Source: an optimization exercise on an open RTL-to-GDS flow (aim: small area and a short achievable clock period). Production flows keep margins and buffers that such runs may drop.
No functional check of the RTL was part of this run.
No activity file was given, so power comes from the tool's default toggle rates.

[design/flow/flow/run.sh]
#!/bin/bash
cp standard.sh standard_sh.txt
export BUFFER_PORTS_ARGS="-buffer_cell sky130_fd_sc_hd__buf_2"
bash standard.sh > standard.log 2>&1
[design/flow/design.v]
package dq_pkg;
  localparam int FUNC_W = 3;
  localparam logic [FUNC_W-1:0] FUNC_PUSH_FRONT = 3'd0;
  localparam logic [FUNC_W-1:0] FUNC_PUSH_BACK  = 3'd1;
  localparam logic [FUNC_W-1:0] FUNC_POP_FRONT  = 3'd2;
  localparam logic [FUNC_W-1:0] FUNC_POP_BACK   = 3'd3;
  localparam logic [FUNC_W-1:0] FUNC_PEEK_FRONT = 3'd4;
  localparam logic [FUNC_W-1:0] FUNC_PEEK_BACK  = 3'd5;
  localparam logic [FUNC_W-1:0] FUNC_CLEAR      = 3'd6;
endpackage
module dq_cell #(
  parameter int DATA_WIDTH = 32
) (
  input  logic                  clk,
  input  logic                  we,
  input  logic [DATA_WIDTH-1:0] push_word,
  output logic [DATA_WIDTH-1:0] data
);
  always_ff @(posedge clk) begin
    if (we) begin
      data <= push_word;
    end
  end
endmodule
module double_ended_queue #(
  parameter int DEPTH      = 16,
  parameter int DATA_WIDTH = 32
) (
  input  logic clk,
  input  logic rst,
  input  logic s_tvalid,
  output logic s_tready,
  input  logic [((DATA_WIDTH+7)/8)*8-1:0] s_tdata,
  input  logic [dq_pkg::FUNC_W-1:0] s_tuser,
  output logic m_tvalid,
  input  logic m_tready,
  output logic [((DATA_WIDTH+3+$clog2(DEPTH+1)+7)/8)*8-1:0] m_tdata
);
  localparam int CNT_W     = $clog2(DEPTH + 1);
  localparam int RES_W     = DATA_WIDTH + 3 + CNT_W;
  localparam int M_TDATA_W = ((RES_W + 7) / 8) * 8;
  logic [dq_pkg::FUNC_W-1:0] func;
  logic                      accept;
  logic [CNT_W-1:0] count;
  logic [CNT_W-1:0] count_next;
  logic             empty;
  logic             full;
  logic [DEPTH-1:0] before_front;
  logic [DEPTH-1:0] after_back;
  logic [DEPTH-1:0] we;
  logic [DEPTH-1:0] rsel;
  logic             ok_q;
  logic [DATA_WIDTH-1:0] peek_q;
  logic             is_peek;
  logic             is_peek_q;
  logic             pick_back;
  logic             pick_back_q;
  logic             is_peek_sel;
  logic             pick_back_sel;
  logic [DATA_WIDTH-1:0] end_word;
  logic [DATA_WIDTH-1:0] mem [DEPTH];
  logic [DATA_WIDTH-1:0] peek_word;
  assign func     = s_tuser;
  assign s_tready = !m_tvalid || m_tready;
  assign accept   = s_tvalid && s_tready;
  assign full = count[CNT_W-1];
  assign is_peek   = (func[dq_pkg::FUNC_W-1:1] == dq_pkg::FUNC_PEEK_FRONT[dq_pkg::FUNC_W-1:1]) && !empty;
  assign pick_back = func[0];
  assign is_peek_sel   = s_tready ? is_peek : is_peek_q;
  assign pick_back_sel = s_tready ? pick_back : pick_back_q;
  for (genvar i = 0; i < DEPTH; i++) begin : g_word
    assign we[i]   = !full && (before_front[i] || after_back[i]);
    assign rsel[i] = pick_back_sel ? after_back[(i + 1) % DEPTH]
                             : before_front[(i + DEPTH - 1) % DEPTH];
    dq_cell #(
      .DATA_WIDTH(DATA_WIDTH)
    ) u_cell (
      .clk      (clk),
      .we       (we[i]),
      .push_word(s_tdata[DATA_WIDTH-1:0]),
      .data     (mem[i])
    );
  end
  always_comb begin
    end_word = '0;
    for (int i = 0; i < DEPTH; i++) begin
      end_word = end_word | (mem[i] & {DATA_WIDTH{rsel[i]}});
    end
  end
  assign peek_word = end_word & {DATA_WIDTH{is_peek_sel}};
  always_comb begin
    count_next = count;
    case (func)
      dq_pkg::FUNC_PUSH_FRONT,
      dq_pkg::FUNC_PUSH_BACK:  if (!full) count_next = count + 1'b1;
      dq_pkg::FUNC_POP_FRONT,
      dq_pkg::FUNC_POP_BACK:   if (!empty) count_next = count - 1'b1;
      dq_pkg::FUNC_CLEAR:      count_next = '0;
      default: ;
    endcase
  end
  function automatic logic [DEPTH-1:0] ring_up(input logic [DEPTH-1:0] r);
    ring_up = {r[DEPTH-2:0], r[DEPTH-1]};
  endfunction
  function automatic logic [DEPTH-1:0] ring_down(input logic [DEPTH-1:0] r);
    ring_down = {r[0], r[DEPTH-1:1]};
  endfunction
  always_ff @(posedge clk) begin
    if (rst) begin
      count        <= '0;
      empty        <= 1'b1;
      before_front <= DEPTH'(1) << (DEPTH - 1);
      after_back   <= DEPTH'(1);
      m_tvalid     <= 1'b0;
    end else begin
      if (accept) begin
        count <= count_next;
        empty <= (count_next == '0);
        case (func)
          dq_pkg::FUNC_PUSH_FRONT: if (!full) before_front <= ring_down(before_front);
          dq_pkg::FUNC_PUSH_BACK:  if (!full) after_back <= ring_up(after_back);
          dq_pkg::FUNC_POP_FRONT:  if (!empty) before_front <= ring_up(before_front);
          dq_pkg::FUNC_POP_BACK:   if (!empty) after_back <= ring_down(after_back);
          dq_pkg::FUNC_CLEAR:      after_back <= ring_up(before_front);
          default: ;
        endcase
      end
      if (accept) begin
        m_tvalid <= 1'b1;
      end else if (m_tready) begin
        m_tvalid <= 1'b0;
      end
    end
  end
  always_ff @(posedge clk) begin
    if (s_tready) begin
      case (func)
        dq_pkg::FUNC_PUSH_FRONT,
        dq_pkg::FUNC_PUSH_BACK:  ok_q <= !full;
        dq_pkg::FUNC_POP_FRONT,
        dq_pkg::FUNC_POP_BACK,
        dq_pkg::FUNC_PEEK_FRONT,
        dq_pkg::FUNC_PEEK_BACK,
        dq_pkg::FUNC_CLEAR:      ok_q <= !empty;
        default:                 ok_q <= 1'b0;
      endcase
      is_peek_q   <= is_peek;
      pick_back_q <= pick_back;
    end
  end
  always_ff @(posedge clk) begin
    peek_q <= peek_word;
  end
  assign m_tdata = M_TDATA_W'({count, full, empty, peek_q, ok_q});
endmodule
[design/flow/config.mk]
export PLATFORM = sky130hd
export DESIGN_NAME = double_ended_queue
export DESIGN_NICKNAME = double_ended_queue
export VERILOG_FILES = /design/flow/design.v
export SDC_FILE = /design/flow/constraint.sdc
export NUM_CORES = 4
export LEC_CHECK = 0
export CAP_MARGIN = 0
export CORE_MARGIN = 2
export CORE_UTILIZATION = 30
export CTS_BUF_LIST = sky130_fd_sc_hd__clkbuf_8
export CTS_CLUSTER_DIAMETER = 45
export CTS_CLUSTER_SIZE = 16
export SETUP_SLACK_MARGIN = 2.15
export SLEW_MARGIN = 0
[design/flow/constraint.sdc]
create_clock -name core_clock -period 4.5 [get_ports {clk}]
set_input_delay 0.9000 -clock core_clock [delete_from_list [all_inputs] [get_ports {clk}]]
set_output_delay 0.9000 -clock core_clock [all_outputs]
set_load 0.01 [all_outputs]
[design/flow/standard.sh]
#!/bin/bash
# synth_recipe.tcl (not shown) runs the flow's synth.tcl, then flattens the netlist and writes it again
# the make line also repeats each setting of config.mk as NAME=value (left out here)
make -C /OpenROAD-flow-scripts/flow DESIGN_CONFIG=/design/flow/config.mk WORK_HOME=/design/flow/orfs CLKGATE_MAP_FILE= SYNTH_SCRIPT=/design/flow/synth_recipe.tcl "${@:-finish}"
==> metrics.cfg <==
[timing]
slew_headroom_pct = 35.9
rsz0062_at_grt = yes
max_freq_mhz = 421
post-route-period-util_pct = 52.7
setup_tns_ns = 0
setup_violations = 0
hold_viol = 0
fin_ws_ns = 2.13
slew_viol_final = 0
tightest_slew_ns = 0.959
fin_crit_ns = 2.37
clock_skew_ns = 0.0497
hold_ws_ns = 0.446

[final_layout]
nets = 1553
drive_gt1_share_pct = 22.0
layout.area.seq_sq_um = 16900
syn_to_final_growth_pct = 15.9
layout.cells.non_filler = 2523
multiInputGateArea_sq_um = 5290
fillers = 6936

[drt]
ant_nets = 0
vias = 13400
dr.pass1.iters = 23
drtIter0Drc = 1339
wire_per_inst_um = 25.3
drt_wl_total_um = 63800
viasPerCell = 5.31
drc = 0

[logic_synthesis]
yosysSeqAreaShare_pct = 76.1
yosys_warnings = 3
async_flop_share_pct = 0
ys.flop_type = edfxtp_1
synth_seq_cells = 586
synth_fp_nets = 1434
synth_area_per_cell_sq_um = 15.9
synth-edff-count = 513
synthCells = 1393
ys_types = 55
netlist_area_sq_um = 22200

[floorplanning]
die_x_um = 276
pin_count = 81
die_h_um = 276
start_util_pct = 30.3
die_area_sq_um = 76100
row_count = 99
core_area_sq_um = 73100

[global_routing]
grt-ovfl-total = 0
grt_pass1_vias = 13300
antenna_found_initial = 7
grt_pass1_wl_um = 91400
grt_start_max_net_pins = 40
grt_use_total_pct = 16.5

[worst_hold_path]
hold_depth = 3
hold_class = in2reg
worstHoldEndpoint = m_tvalid$_SDFFE_PP0P_
worstHoldStart = s_tvalid

[setup_path]
critPathKind = reg2out
startpoint_type = register
cp_max_fo = 5
end_kind = output port
reg2reg_slack_ns = 2.17
rr_startpoint = m_tvalid$_SDFFE_PP0P_
arrival_ns = 1.47
r2r-end = peek_q[31]$_DFF_P_
r2r_cells = 9
required_ns = 3.60
critPathLaunch = m_tvalid$_SDFFE_PP0P_

[place]
dpl.hpwl_um = 35000
place.gp.congestion = 0.799
port_buffers = 80
pre_cts_ws_ns = 0.889
dp.cells = 2387

[clock_tree]
clk_pin_slew_worst_paths_ns = 0.09
clockBufferDepth = 3
cts_tree = built
h-tree-depth = 2
clk-insertion-delay-late_ns = 0.72
cts_buffers = 56
cts-root-buf = clkbuf_8
clkSinkCount = 586

[power]
p_total_uw = 10300
peakVddDrop_mv = 0.293
power.leakage_uw = 0.00809
powerDensity_nw_per_um2 = 401

[run]
cap_violations = 0

[run_status]
status = finished clean

-- registers in the layout, indices dropped and copies added, names as in the netlist --
signal / flops
g_word.u_cell.data: 512
after_back: 16
peek_q: 32
count: 5
before_front: 16
pick_back_q: 1
m_tvalid: 1
ok_q: 1
is_peek_q: 1
empty: 1
-- logic make-up (layout without fill, tap and decap cells) --
family,after synthesis,count (layout),synth area share [%]
buf+inv,97,260,2.45
other cells,0,4,0
mux,38,42,1.81
simple gates,245,245,5.54
fa+ha+maj,2,2,0.113
flops,586,586,76.1
compound gates,425,425,14.0
-- worst max path at each step --
| stage | endpoint | slack, ns | depth (start not counted) |
|---|---|---|---|
| 2_1_floorplan | g_word[3].u_cell.data[0]$_DFFE_PP_ | 1.82 | 4 |
| 3_3_place_gp | peek_q[20]$_DFF_P_ | 1.0 | 9 |
| 3_5_place_dp | peek_q[3]$_DFF_P_ | 0.89 | 9 |
| 4_1_cts | s_tready | 2.08 | 4 |
| 5_1_grt | s_tready | 2.08 | 4 |
| 6_report | s_tready | 2.13 | 4 |
-- timing repair --
action	in CTS	in global routing
resized for setup	25	26
hold endpoints to repair	0	0
pin swaps	0	0
hold buffers	0	0
setup buffers	14	7
setup endpoints to repair	36	66
cloned	4	1
-- cells in the final DEF, fill, tap and decap left out, drive strengths merged, types with 2 or more instances in the layout --
cell type and n:
nand2 37, nand3 3, a31o 2, and3 4, nor4 4, a211oi 2
clkbuf 60, and4 15, a41oi 28, nand2b 28, inv 37, diode 4
or2 13, bufinv 5, a2111oi 4, mux2 8, o21ai 51, nor3 15
a221oi 28, ha 2, a22o 48, a21oi 72, nor2b 4, clkinv 10
nand4 16, edfxtp 513, buf 142, o21a 15, nor2 101, a22oi 151
dfxtp 73, clkinvlp 6, o22ai 16, mux2i 34, a211o 2
-- worst max-delay path, cell delays in order (launching register included) --
cell	delay (ns)
dfxtp_2	0.33
nor2b_4	0.15
buf_12	0.14
inv_8	0.05
buf_6	0.12
-- final cells by class --
class	count	area share [%]
tap	959	4.67
clock buffer	58	3.11
multi-input combinational	714	20.6
inverter	9	0.175
sequential	586	65.7
timing repair buffer	144	3.88
timing repair inverter	1	0.0146
clock inverter	48	1.87
antenna	4	0.0390
-- through the flow --
stage               area, sq um  utilization (%)
global placement          23900             32.7
detailed placement        23900             32.7
global route              25700             35.2
finish                    25700             35.2
floorplan                 22400                -
CTS                       25500             34.9
-- cell usage after synthesis (all sizes together), types with 16 or more instances --
master  number  area (sq um)
o21ai       51           255
edfxtp     513         15400
clkbuf      23          86.3
a22oi      151          1130
nand2b      28           175
a41oi       28           245
nor2       101           379
nand2       37           139
o22ai       16           100
a221oi      28           295
buf         65           420
nand4       16           100
a22o        48           420
a21oi       72           398
dfxtp       73          1460
mux2i       34           344
-- routing by layer --
layer	GRT usage, %	up-vias	wire length (um)
met3	3.17	101	4760
li1	-	5836	-
met1	21.6	6920	26500
met5	0	-	50
met4	4.56	8	1530
met2	27.9	520	31000
-- report_power, final --
| group | leakage [uW] | switching [uW] | internal, uW |
|---|---|---|---|
| logic | 0.00209 | 394 | 180 |
| registers | 0.00531 | 63.1 | 6060 |
| clock network | 0.000684 | 2030 | 1590 |
| total | 0.00809 | 2480 | 7820 |

[port drivers added, routing unchanged]
In the flow no input, the clock included, has a driving cell. The finished layout below was timed again as built, in two steps. Step 1 (the two cells are an assumption about what drives the block):
set clk [get_ports {clk}]
set_driving_cell -lib_cell sky130_fd_sc_hd__clkbuf_16 $clk
set_driving_cell -lib_cell sky130_fd_sc_hd__buf_2 [delete_from_list [all_inputs] $clk]
Step 2 adds t to the input delays and takes it off the output delays; t is the mean of the earliest and latest rising clock arrival at the registers after step 1. Input paths then give back, and output paths get back, about the clock's delay inside the block. Three values: ideal ports, drivers, drivers and shift; two values: the first two.
shift t [ns]: 0.741
slack for setup (ns): 2.127 / 2.076 / 1.470
worst hold slack (ns): 0.446 / 0.466 / 0.569
cell pins on the clock port's net: 1
After both steps setup and hold are still met in this run. The setup slack of this run moves by -0.051 ns with the drivers and by -0.657 ns with both steps.
